What follows belongs to an exercise in optimizing a design on an open flow for small area, a short achievable clock period and few clock cycles; a production flow would make more cautious choices.
The RTL was checked by simulation tests, not by an equivalence proof against the original design.
Power is estimated from default activity; no workload was simulated.

==> build 19 <==
// mlp_layer_sequencer
module mlp_layer_sequencer #(
    parameter int N_IN  = 784,
    parameter int N_OUT = 10,
    parameter int DW    = 32,
    parameter int FRAC  = 24,
    parameter int ACCW  = 74,
    parameter int RELU  = 1,
    localparam int c_iw = (N_IN > 1) ? $clog2(N_IN) : 1,
    localparam int c_ww = (N_IN * N_OUT > 1) ? $clog2(N_IN * N_OUT) : 1,
    localparam int c_ow = (N_OUT > 1) ? $clog2(N_OUT) : 1
) (
    input  logic            clk,
    input  logic            rst_n,
    input  logic            start,
    output logic            busy,
    output logic            done,
    output logic            sat,
    output logic            rd_en,
    output logic [c_iw-1:0] in_addr,
    output logic [c_ww-1:0] w_addr,
    output logic [c_ow-1:0] b_addr,
    input  logic [DW-1:0]   in_data,
    input  logic [DW-1:0]   w_data,
    input  logic [DW-1:0]   b_data,
    output logic            out_we,
    output logic [c_ow-1:0] out_addr,
    output logic [DW-1:0]   out_data
);
==> flow/config.mk <==
export PLATFORM = sky130hd
export DESIGN_NAME = mlp_layer_sequencer
export DESIGN_NICKNAME = mlp_layer_sequencer
export VERILOG_FILES = /design/flow/design.v
export SDC_FILE = /design/flow/constraint.sdc
export NUM_CORES = 4
export LEC_CHECK = 0
export CAP_MARGIN = 20
export CORE_MARGIN = 2
export CORE_UTILIZATION = 60
export SLEW_MARGIN = 20
export SYNTH_HIERARCHICAL = 1
==> flow/constraint.sdc <==
create_clock -name core_clock -period 11.0 [get_ports {clk}]
set_input_delay 2.2000 -clock core_clock [delete_from_list [all_inputs] [get_ports {clk}]]
set_output_delay 2.2000 -clock core_clock [all_outputs]
set_load 0.01 [all_outputs]
standard.sh (not shown) runs the stock make flow with config.mk's settings and CLKGATE_MAP_FILE= SYNTH_SCRIPT=/design/flow/synth_recipe.tcl, a recipe that flattens the netlist after the stock synthesis.
==> flow/flow/run.sh <==
#!/bin/bash
# Layout flow: the standard ORFS flow, except that ports are buffered with
# plain buffers and the resizer may not use the delay cells.
set -euo pipefail
DLY="sky130_fd_sc_hd__clkdlybuf4s15_1 sky130_fd_sc_hd__clkdlybuf4s15_2 \
sky130_fd_sc_hd__clkdlybuf4s18_1 sky130_fd_sc_hd__clkdlybuf4s18_2 \
sky130_fd_sc_hd__clkdlybuf4s25_1 sky130_fd_sc_hd__clkdlybuf4s25_2 \
sky130_fd_sc_hd__clkdlybuf4s50_1 sky130_fd_sc_hd__clkdlybuf4s50_2 \
sky130_fd_sc_hd__dlygate4sd1_1 sky130_fd_sc_hd__dlygate4sd2_1 sky130_fd_sc_hd__dlygate4sd3_1 \
sky130_fd_sc_hd__dlymetal6s2s_1 sky130_fd_sc_hd__dlymetal6s4s_1 sky130_fd_sc_hd__dlymetal6s6s_1"
export DONT_USE_CELLS="$DLY"
export BUFFER_PORTS_ARGS="-buffer_cell sky130_fd_sc_hd__buf_2"
# Timing repair aims 7.6 ns below the clock period (the period itself is unchanged).
# Clock tree synthesis as in ORFS's cts.tcl, without dummy balancing loads and
# with larger sink clusters.
CTS="-sink_clustering_enable -repair_clock_nets -dont_use_dummy_load -sink_clustering_size 25 -sink_clustering_max_diameter 80"
bash standard.sh finish SETUP_SLACK_MARGIN=7.6 "CTS_ARGS=$CTS" > flow_make.log 2>&1
==> trial 21: changes against build 19 <==
--- a/flow/design.v
+++ b/flow/design.v
@@ -123,41 +123,37 @@
         neg_r <= neg_d;
         one_r <= one_d;
         two_r <= two_d;
     end
     logic [33:0] pp_0, pp_1, pp_2, pp_3, pp_4, pp_5, pp_6, pp_7,
                  pp_8, pp_9, pp_10, pp_11, pp_12, pp_13, pp_14, pp_15;
     logic [33:0] pp [16];
-    logic [31:0] an_l, an_h;
-    logic [15:0] onen_a, onen_b, twon_a, twon_b, negn_a, negn_b;
+    logic [31:0] an [4];
+    logic [15:0] onen [4], twon [4], negn [4];
     for (genvar g = 0; g < 32; g++) begin : g_ainv
-        mlp_inv u_l (.a(a_r[g]), .y(an_l[g]));
-        mlp_inv u_h (.a(a_r[g]), .y(an_h[g]));
+        for (genvar q = 0; q < 4; q++) begin : g_q
+            mlp_inv u_a (.a(a_r[g]), .y(an[q][g]));
+        end
     end
     for (genvar g = 0; g < 16; g++) begin : g_sinv
-        mlp_inv u_oa (.a(one_r[g]), .y(onen_a[g]));
-        mlp_inv u_ob (.a(one_r[g]), .y(onen_b[g]));
-        mlp_inv u_ta (.a(two_r[g]), .y(twon_a[g]));
-        mlp_inv u_tb (.a(two_r[g]), .y(twon_b[g]));
-        mlp_inv u_na (.a(neg_r[g]), .y(negn_a[g]));
-        mlp_inv u_nb (.a(neg_r[g]), .y(negn_b[g]));
+        for (genvar q = 0; q < 4; q++) begin : g_q
+            mlp_inv u_o (.a(one_r[g]), .y(onen[q][g]));
+            mlp_inv u_t (.a(two_r[g]), .y(twon[q][g]));
+            mlp_inv u_n (.a(neg_r[g]), .y(negn[q][g]));
+        end
     end
     always_comb begin
         for (int k = 0; k < 16; k++) begin
             logic [31:0] aa;
             logic [33:0] x1, x2;
-            aa = (k < 8) ? ~an_l : ~an_h;
+            aa = ~an[k / 4];
             x1 = {aa[31], aa[31], aa};
             x2 = {aa[31], aa, 1'b0};
-            for (int i = 0; i < 34; i++) begin
-                if (i < 17)
-                    pp[k][i] = ((x1[i] & ~onen_a[k]) | (x2[i] & ~twon_a[k])) ^ ~negn_a[k];
-                else
-                    pp[k][i] = ((x1[i] & ~onen_b[k]) | (x2[i] & ~twon_b[k])) ^ ~negn_b[k];
-            end
+            for (int i = 0; i < 34; i++)
+                pp[k][i] = ((x1[i] & ~onen[i / 9][k]) | (x2[i] & ~twon[i / 9][k])) ^ ~negn[i / 9][k];
         end
     end
     assign pp_0 = pp[0];   assign pp_1 = pp[1];   assign pp_2 = pp[2];   assign pp_3 = pp[3];
     assign pp_4 = pp[4];   assign pp_5 = pp[5];   assign pp_6 = pp[6];   assign pp_7 = pp[7];
     assign pp_8 = pp[8];   assign pp_9 = pp[9];   assign pp_10 = pp[10]; assign pp_11 = pp[11];
     assign pp_12 = pp[12]; assign pp_13 = pp[13]; assign pp_14 = pp[14]; assign pp_15 = pp[15];
     logic [73:0] r_s, r_c, srow, crow, s_nx, c_nx;
==> comparison <==
Flip-flop and latch count is the same in build 19 and trial 21.
Synthesized cell count: build 19 is lower than trial 21 (about 3.2%).
In trial 21 the core utilization is lower than in build 19, by 0.46 points.
In build 19 the setup slack is worse than in trial 21, by 0.0079 ns.
Non-clock buffer count: trial 21 is lower than build 19 (53).
In design area, build 19 and trial 21 hardly differ.
==> figures <==
quantity                                                          trial 21                 build 19
Status                                             complete, no violations  complete, no violations
Dpl cell area                                                    41500 um2                40900 um2
Area share of fa/ha/maj cells after synthesis                        0.317                    0.321
Number of non-clock inverters in the layout                            377                      218
Met1 Routed Length                                                49300 um                 47500 um
Multiplexer fraction of the synthesized cell area                   0.0176                   0.0178
Sequential power share                                               0.270                    0.267
Synthesized netlist net count                                         4725                     4597
Post-route total power                                            13200 uW                 13200 uW
Final worst hold slack                                            0.448 ns                 0.386 ns
Post-synthesis average cell area                                  10.2 um2                 10.4 um2
Xor and xnor area share after synthesis                              0.184                    0.186
Total power divided by cell area                                310 nW/um2               310 nW/um2
Testbench counts of build 19, summed over its fixed seeds: cycles 188,320.
Testbench counts of trial 21, summed over its fixed seeds: cycles 188,320.


==> inputs of run Z <==
Another version of the RTL of mlp_layer_sequencer (not shown whole).
Settings: LEC_CHECK=0, CAP_MARGIN=20, CORE_MARGIN=2, CORE_UTILIZATION=60, CTS_BUF_LIST=sky130_fd_sc_hd__clkbuf_8, SLEW_MARGIN=20, SYNTH_HIERARCHICAL=1; clock period 11.0 ns.
==> flow/flow/run.sh <==
#!/bin/bash
# Layout flow: the standard ORFS flow, except that ports are buffered with
# plain buffers and the resizer may not use the delay cells.
set -euo pipefail
DLY="sky130_fd_sc_hd__clkdlybuf4s15_1 sky130_fd_sc_hd__clkdlybuf4s15_2 \
sky130_fd_sc_hd__clkdlybuf4s18_1 sky130_fd_sc_hd__clkdlybuf4s18_2 \
sky130_fd_sc_hd__clkdlybuf4s25_1 sky130_fd_sc_hd__clkdlybuf4s25_2 \
sky130_fd_sc_hd__clkdlybuf4s50_1 sky130_fd_sc_hd__clkdlybuf4s50_2 \
sky130_fd_sc_hd__dlygate4sd1_1 sky130_fd_sc_hd__dlygate4sd2_1 sky130_fd_sc_hd__dlygate4sd3_1 \
sky130_fd_sc_hd__dlymetal6s2s_1 sky130_fd_sc_hd__dlymetal6s4s_1 sky130_fd_sc_hd__dlymetal6s6s_1"
export DONT_USE_CELLS="$DLY"
export BUFFER_PORTS_ARGS="-buffer_cell sky130_fd_sc_hd__buf_2"
# Timing repair aims 7.5 ns below the clock period (the period itself is unchanged).
bash standard.sh finish SETUP_SLACK_MARGIN=7.5 > flow_make.log 2>&1
==> run P: changes against run Z <==
--- a/flow/design.v
+++ b/flow/design.v
@@ -2724,23 +2724,25 @@
         ph0_r[63] <= ~pp_15[33];
     end
     always_ff @(posedge clk) begin
         r_s <= s_nx;
         r_c <= c_nx;
     end
     logic [73:0] w_sum;
     logic [30:0] r_sum;
+    logic [73:55] r_hi;
     logic        r_neg, r_ovf, r_clp;
     assign w_sum = r_s + r_c;
+    assign r_neg = r_hi[73];
+    assign r_ovf = ~r_hi[73] & (|r_hi[72:55]);
+    assign r_clp = r_hi[73] ? ~(&r_hi[72:55]) : (|r_hi[72:55]);
     always_ff @(posedge clk) begin
         r_sum <= w_sum[54:24];
-        r_neg <= w_sum[73];
-        r_ovf <= ~w_sum[73] & (|w_sum[72:55]);
-        r_clp <= w_sum[73] ? ~(&w_sum[72:55]) : (|w_sum[72:55]);
+        r_hi  <= w_sum[73:55];
     end
     always_ff @(posedge clk) begin
         if (last5)
             r_out <= r_neg ? 31'd0 : (r_ovf ? {31{1'b1}} : r_sum);
         else
             r_out <= b_data[30:0];
     end
     assign out_data = {1'b0, r_out};
--- a/flow/flow/run.sh
+++ b/flow/flow/run.sh
@@ -6,9 +6,11 @@
 sky130_fd_sc_hd__clkdlybuf4s18_1 sky130_fd_sc_hd__clkdlybuf4s18_2 \
 sky130_fd_sc_hd__clkdlybuf4s25_1 sky130_fd_sc_hd__clkdlybuf4s25_2 \
 sky130_fd_sc_hd__clkdlybuf4s50_1 sky130_fd_sc_hd__clkdlybuf4s50_2 \
 sky130_fd_sc_hd__dlygate4sd1_1 sky130_fd_sc_hd__dlygate4sd2_1 sky130_fd_sc_hd__dlygate4sd3_1 \
 sky130_fd_sc_hd__dlymetal6s2s_1 sky130_fd_sc_hd__dlymetal6s4s_1 sky130_fd_sc_hd__dlymetal6s6s_1"
 export DONT_USE_CELLS="$DLY"
 export BUFFER_PORTS_ARGS="-buffer_cell sky130_fd_sc_hd__buf_2"
 # Timing repair aims 7.5 ns below the clock period (the period itself is unchanged).
-bash standard.sh finish SETUP_SLACK_MARGIN=7.5 > flow_make.log 2>&1
+# Clock tree synthesis as in ORFS's cts.tcl, without dummy balancing loads.
+CTS="-sink_clustering_enable -repair_clock_nets -dont_use_dummy_load"
+bash standard.sh finish SETUP_SLACK_MARGIN=7.5 "CTS_ARGS=$CTS" > flow_make.log 2>&1
- CTS_BUF_LIST: sky130_fd_sc_hd__clkbuf_8 -> default
==> summary.md <==
| Metric | Value |
|---|---|
| Status | `timing/DRC/antenna clean` |
| Net Switching | `7.15 mW` |
| Top cells by count, synth | `sky130_fd_sc_hd__xnor2_1, sky130_fd_sc_hd__dfxtp_1, sky130_fd_sc_hd__fa_1, sky130_fd_sc_hd__a22oi_1, sky130_fd_sc_hd__clkbuf_1` |
| Final worst path period need | `3660 ps` |
| Parity-gate share of the synthesized area counting xor and xnor cells | `0.149` |
| Die span in y | `264 um` |
| Met1 usage | `0.482` |
Source of the figures above: run Z

==> summary.md <==
| Metric | Value |
|---|---|
| Status | `timing/DRC/antenna clean` |
| Die span in y | `264 um` |
| Final worst path period need | `3480 ps` |
| Met1 usage | `0.477` |
Source of the figures above: run P

Testbench counts of run Z, summed over its fixed seeds: cycles 188,320.
Testbench counts of run P, summed over its fixed seeds: cycles 188,320.


==> 03-04 <==
Another version of the RTL of mlp_layer_sequencer (not shown whole).
Settings: LEC_CHECK=0, CAP_MARGIN=20, CORE_MARGIN=2, CORE_UTILIZATION=60, SLEW_MARGIN=20, SYNTH_HIERARCHICAL=1; clock period 11.0 ns.
==> flow/flow/run.sh <==
#!/bin/bash
# Layout flow: the standard ORFS flow, except that ports are buffered with
# plain buffers and the resizer may not use the delay cells.
set -euo pipefail
DLY="sky130_fd_sc_hd__clkdlybuf4s15_1 sky130_fd_sc_hd__clkdlybuf4s15_2 \
sky130_fd_sc_hd__clkdlybuf4s18_1 sky130_fd_sc_hd__clkdlybuf4s18_2 \
sky130_fd_sc_hd__clkdlybuf4s25_1 sky130_fd_sc_hd__clkdlybuf4s25_2 \
sky130_fd_sc_hd__clkdlybuf4s50_1 sky130_fd_sc_hd__clkdlybuf4s50_2 \
sky130_fd_sc_hd__dlygate4sd1_1 sky130_fd_sc_hd__dlygate4sd2_1 sky130_fd_sc_hd__dlygate4sd3_1 \
sky130_fd_sc_hd__dlymetal6s2s_1 sky130_fd_sc_hd__dlymetal6s4s_1 sky130_fd_sc_hd__dlymetal6s6s_1"
export DONT_USE_CELLS="$DLY"
export BUFFER_PORTS_ARGS="-buffer_cell sky130_fd_sc_hd__buf_2"
# Timing repair aims 7.5 ns below the clock period (the period itself is unchanged).
# Clock tree synthesis as in ORFS's cts.tcl, without dummy balancing loads.
CTS="-sink_clustering_enable -repair_clock_nets -dont_use_dummy_load"
bash standard.sh finish SETUP_SLACK_MARGIN=7.5 "CTS_ARGS=$CTS" > flow_make.log 2>&1
==> 08-28: changes against 03-04 <==
--- a/flow/flow/run.sh
+++ b/flow/flow/run.sh
@@ -10,7 +10,8 @@
 sky130_fd_sc_hd__dlymetal6s2s_1 sky130_fd_sc_hd__dlymetal6s4s_1 sky130_fd_sc_hd__dlymetal6s6s_1"
 export DONT_USE_CELLS="$DLY"
 export BUFFER_PORTS_ARGS="-buffer_cell sky130_fd_sc_hd__buf_2"
-# Timing repair aims 7.5 ns below the clock period (the period itself is unchanged).
-# Clock tree synthesis as in ORFS's cts.tcl, without dummy balancing loads.
-CTS="-sink_clustering_enable -repair_clock_nets -dont_use_dummy_load"
-bash standard.sh finish SETUP_SLACK_MARGIN=7.5 "CTS_ARGS=$CTS" > flow_make.log 2>&1
+# Timing repair aims 7.6 ns below the clock period (the period itself is unchanged).
+# Clock tree synthesis as in ORFS's cts.tcl, without dummy balancing loads and
+# with larger sink clusters.
+CTS="-sink_clustering_enable -repair_clock_nets -dont_use_dummy_load -sink_clustering_size 30 -sink_clustering_max_diameter 100"
+bash standard.sh finish SETUP_SLACK_MARGIN=7.6 "CTS_ARGS=$CTS" > flow_make.log 2>&1
==> results.txt <==
quantity	03-04	08-28
Result of the run	finished clean	finished clean
Power density over the cells	313 mW/mm2	303 mW/mm2
Average wire per cell in the routed design	23.9 um	23.9 um
Share of the final layout cell area in sequential cells	0.259	0.264
Worst hold-check slack	0.387 ns	0.436 ns
Area growth from synthesis to final layout	6.41%	5.16%
Routed wire length	106000 um	106000 um
Worst vdd ir	0.133 mV	0.181 mV
Sw Pwr	5490 uW	5400 uW
Tmin final	3.44 ns	3.42 ns
Antenna violations before repair	2	1
Worst reg-to-reg setup slack	7.56 ns	7.58 ns
Wire length of the first global-routing pass	164000 um	163000 um
Total CTS buffers	58	26
Final-stage net count	4428	4405
CTS H-Tree Depth	2	1
Count of plain and timing-repair buffers in the layout	212	221
Actual transition at the worst max-transition pin	1.05 ns	1.06 ns
# fillers	5221	5283
Stage delay of the slowest cell on the critical path	0.61 ns	0.57 ns
Final period utilization	0.313	0.311
Met2 capacity usage during global routing	0.462	0.459
Multi-input combinational area share	0.631	0.640
Testbench counts of 03-04, summed over its fixed seeds: cycles 188,320.
Testbench counts of 08-28, summed over its fixed seeds: cycles 188,320.

afterwards: timing with drivers on the ports:
Ports are ideal in the flow. The routed layouts listed here were re-timed in OpenROAD. Step 1 assumes that a clkbuf_16 drives the clock port and a buf_2 every other input. Step 2 also shifts input and output timing later by t, the mid clock arrival at the registers, as if the neighbouring blocks saw the same clock. Slacks: no drivers / after step 1 / after step 2; pairs: no drivers / after step 1.
| run | t (ns) | setup WS [ns] | pins driven straight from the clock port |
|---|---|---|---|
| build 19 | 0.617 | 7.632 / 7.567 / 7.682 | 1 |
| trial 21 | 0.679 | 7.640 / 7.571 / 7.657 | 1 |
| run Z | 0.763 | 7.337 / 7.337 / 7.337 | 1 |
| run P | 0.680 | 7.518 / 7.451 / 7.526 | 1 |
| 03-04 | 0.662 | 7.557 / 7.503 / 7.557 | 1 |
| 08-28 | 0.663 | 7.584 / 7.575 / 7.584 | 1 |
After both steps every run listed still meets setup and hold.
